What follows belongs to an exercise in optimizing a design on an open flow for small area; a production flow would make more cautious choices.
Only simulation tests tie the RTL to the original design; equivalence was not proved.
Power figures rest on the tool's default switching activity, not on a simulated workload.

## the baseline
Design retire_unit, start of the top module:
module retire_unit
(
    input  logic                                clk,
    input  logic                                rst_n,
    input  logic [DISPATCH_WIDTH*COMMIT_W-1:0]      commit_if,
    output logic [DISPATCH_WIDTH-1:0]           free_valid,
    output logic [DISPATCH_WIDTH*PHYS_REGS_ADDR_WIDTH-1:0]     free_phys,
    input  logic                                free_ready,
    output logic                                redirect_valid,
    output logic [31:0]                         redirect_pc,
    output logic [ARCH_REGS*PHYS_REGS_ADDR_WIDTH-1:0]          rrat,
    output logic [63:0]                         instret,
    output logic                                free_q_overflow
);
    localparam int W = PHYS_REGS_ADDR_WIDTH;
    logic [DISPATCH_WIDTH-1:0][W-1:0]   free_phys_q;
    logic [ARCH_REGS-1:1][W-1:0]  rrat_q;      
    logic [ARCH_REGS-1:1][W-1:0]  rrat_s;      
    retire_unit_pkg::rob_commit_t                c0;
    retire_unit_pkg::rob_commit_t                c1;
    logic                       mispredict0;
    logic                       mispredict1;
    logic                       retire0;
    logic                       retire1;
    logic                       wr0;
    logic [1:0]                 push_valid;
    logic [1:0][W-1:0]          push_data;
    logic [31:0]                dec1, rdec1;
    logic                       same_rd;
    logic [W-1:0][ARCH_REGS-1:1] rrat_bits;
    logic [W-1:0]               rd0, rd1;
    logic [ARCH_REGS-1:1]       hold;
    logic [31:0]                dec0, wdec0;
  ...
Size in the first run: roughly 490 I/O pins, about 31000 sq um of cells after synthesis.
Settings: LEC_CHECK=0, CAP_MARGIN=20, CORE_MARGIN=2, CORE_UTILIZATION=50, SLEW_MARGIN=20, SYNTH_HIERARCHICAL=1, SYNTH_MINIMUM_KEEP_SIZE=0; clock period 6.0 ns.
standard.sh (not shown) runs the stock make flow with config.mk's settings and CLKGATE_MAP_FILE= SYNTH_SCRIPT=/design/flow/synth_recipe.tcl, a recipe that flattens the netlist after the stock synthesis.
==> flow/flow/run.sh <==
#!/bin/bash
# Standard layout, with the port buffers made of the smallest buffer cell and
# a clock tree of clkbuf_8 leaf clusters without dummy loads.
set -euo pipefail
bash standard.sh \
  "BUFFER_PORTS_ARGS=-buffer_cell sky130_fd_sc_hd__buf_1" \
  "CTS_ARGS=-sink_clustering_enable -repair_clock_nets -dont_use_dummy_load -buf_list sky130_fd_sc_hd__clkbuf_8 -sink_clustering_size 16 -sink_clustering_max_diameter 70" \
  finish > standard_make.log 2>&1
Here is what was changed in the inputs of the candidate compared with the baseline.
-- flow/design.v --
<<< the baseline, line 141
    logic [BD-1:0][W-1:0] mem_e;
    logic [BD-1:0][W-1:0] mem_o;
    logic [AW-1:0]   rd_ptr;
    logic [AW-1:0]   wr_ptr;
    logic [AW:0]     count;
    logic [1:0]      pop_n;
    logic [AW:0]     cap;
    logic            acc1;       
    logic            acc2;       
>>> the candidate, line 141
    logic [BD-1:0][W-1:0] mem_e;
    logic [BD-1:0][W-1:0] mem_o;
    logic [AW:0]     rd_ptr;
    logic [AW:0]     wr_ptr;
    logic [AW:0]     count;
    logic [1:0]      pop_n;
    logic            acc1;       
    logic            acc2;       
<<< the baseline, line 157
    logic [W-1:0][BD-1:0] e_bits, o_bits;
    always_comb begin
        out_valid  = {count >= 7'd2, count != 7'd0};
        pop_n      = pop_ready ? {out_valid[1], out_valid[0] & ~out_valid[1]} : 2'd0;
        cap        = count - {5'd0, pop_n};
        full0      = count[AW] & ~pop_ready;
        full1      = (&count[AW-1:0]) & ~pop_ready;
>>> the candidate, line 156
    logic [W-1:0][BD-1:0] e_bits, o_bits;
    always_comb begin
        count      = wr_ptr - rd_ptr;
        out_valid  = {count >= 7'd2, count != 7'd0};
        pop_n      = pop_ready ? {out_valid[1], out_valid[0] & ~out_valid[1]} : 2'd0;
        full0      = count[AW] & ~pop_ready;
        full1      = (&count[AW-1:0]) & ~pop_ready;
<<< the baseline, line 192
            rd_ptr   <= '0;
            wr_ptr   <= '0;
            count    <= '0;
            overflow <= 1'b0;
        end else begin
            rd_ptr <= rd_ptr + AW'(pop_n);
            wr_ptr <= wr_ptr + AW'({acc2, acc1 & ~acc2});
            count  <= cap + 7'({acc2, acc1 & ~acc2});
            if (drop) overflow <= 1'b1;
        end
>>> the candidate, line 191
            rd_ptr   <= '0;
            wr_ptr   <= '0;
            overflow <= 1'b0;
        end else begin
            rd_ptr <= rd_ptr + 7'(pop_n);
            wr_ptr <= wr_ptr + 7'({acc2, acc1 & ~acc2});
            if (drop) overflow <= 1'b1;
        end
<<< the baseline, line 242
    logic [ARCH_REGS-1:1]       hold;
    logic [31:0]                dec0, wdec0;
    logic [ARCH_REGS-1:1][W-1:0] rrat_d;
    logic                       unused_instr;
>>> the candidate, line 239
    logic [ARCH_REGS-1:1]       hold;
    logic [31:0]                dec0, wdec0;
    logic                       wr0_only;
    logic [ARCH_REGS-1:1][W-1:0] rrat_d;
    logic                       unused_instr;
<<< the baseline, line 320
        else
            push_data[1] = rd1;
        for (int a = 1; a < ARCH_REGS; a++) begin
            wdec0[a] = dec0[a] & ~dec1[a];
            hold[a]  = ~(dec0[a] | dec1[a]);
        end
        wdec0[0] = 1'b0;
        for (int b = 0; b < W; b++)
            for (int a = 1; a < ARCH_REGS; a++) rrat_bits[b][a] = rrat_q[a][b];
    end
    ru_dec32x u_dec1 (.en(retire1), .a(c1.arch_rd), .yr(rdec1), .yw(dec1));
    ru_dec32 u_dec0 (.en(retire0), .a(c0.arch_rd), .y(dec0));
    for (genvar b = 0; b < W; b++) begin : g_rat
        ru_sel31 u_rd0 (.sel(dec0[31:1]), .d(rrat_bits[b][31:1]), .y(rd0[b]));
>>> the candidate, line 318
        else
            push_data[1] = rd1;
        wr0_only = retire0 & ~(same_rd & retire1);
        for (int a = 1; a < ARCH_REGS; a++) hold[a] = ~(wdec0[a] | dec1[a]);
        for (int b = 0; b < W; b++)
            for (int a = 1; a < ARCH_REGS; a++) rrat_bits[b][a] = rrat_q[a][b];
    end
    ru_dec32x u_dec1 (.en(retire1), .a(c1.arch_rd), .yr(rdec1), .yw(dec1));
    ru_dec32x u_dec0 (.en(wr0_only), .a(c0.arch_rd), .yr(dec0), .yw(wdec0));
    for (genvar b = 0; b < W; b++) begin : g_rat
        ru_sel31 u_rd0 (.sel(dec0[31:1]), .d(rrat_bits[b][31:1]), .y(rd0[b]));
--- outcome ---
- Per the comparison of the candidate with the baseline, relative contribution of sequential cells to total power lost 0.3 points, overall fraction of global-route tracks in use lost 0.47 points, cell-internal power lost 0.41%, count of clock-buffer cells in the layout lost about 1.9%, total power lost 0.62%.
- Wire length the detailed router placed on met1 shrinks by a few percent when moving from the baseline to the candidate.
- Compared with the baseline, the candidate shows a final setup slack of the worst path that is 130 ps lower.
- Per the comparison of the candidate with the baseline, count of vias placed by the detailed router shrank by 180; power density of the placed cells moved up.

[port drivers added, routing unchanged]
The results above use ideal ports. As a check the final layouts listed here were re-extracted and re-timed, cells and wires unchanged.
Step 1 (the two cells are an assumption about what drives the block):
set clk [get_ports {clk}]
set_driving_cell -lib_cell sky130_fd_sc_hd__clkbuf_16 $clk
set_driving_cell -lib_cell sky130_fd_sc_hd__buf_2 [delete_from_list [all_inputs] $clk]
Step 2 moves the port delays by t, midway between the first and last clock arrival at a register: inputs arrive t later, outputs are due t later. That takes back most of the time a late clock gives input paths.
a / b / c = no drivers / after step 1 / after step 2; a / b = the first two.
| run | shift t [ns] | setup WS [ns] | worst hold slack (ns) | worst slew at a driven data input, ns |
|---|---|---|---|---|
| the baseline | 0.727 | 0.295 / 0.229 / 0.813 | 0.405 / 0.365 / 0.499 | 0.12 |
| the candidate | 0.709 | 0.168 / 0.104 / 0.742 | 0.471 / 0.471 / 0.471 | 0.10 |
After both steps setup and hold are still met in every run listed.
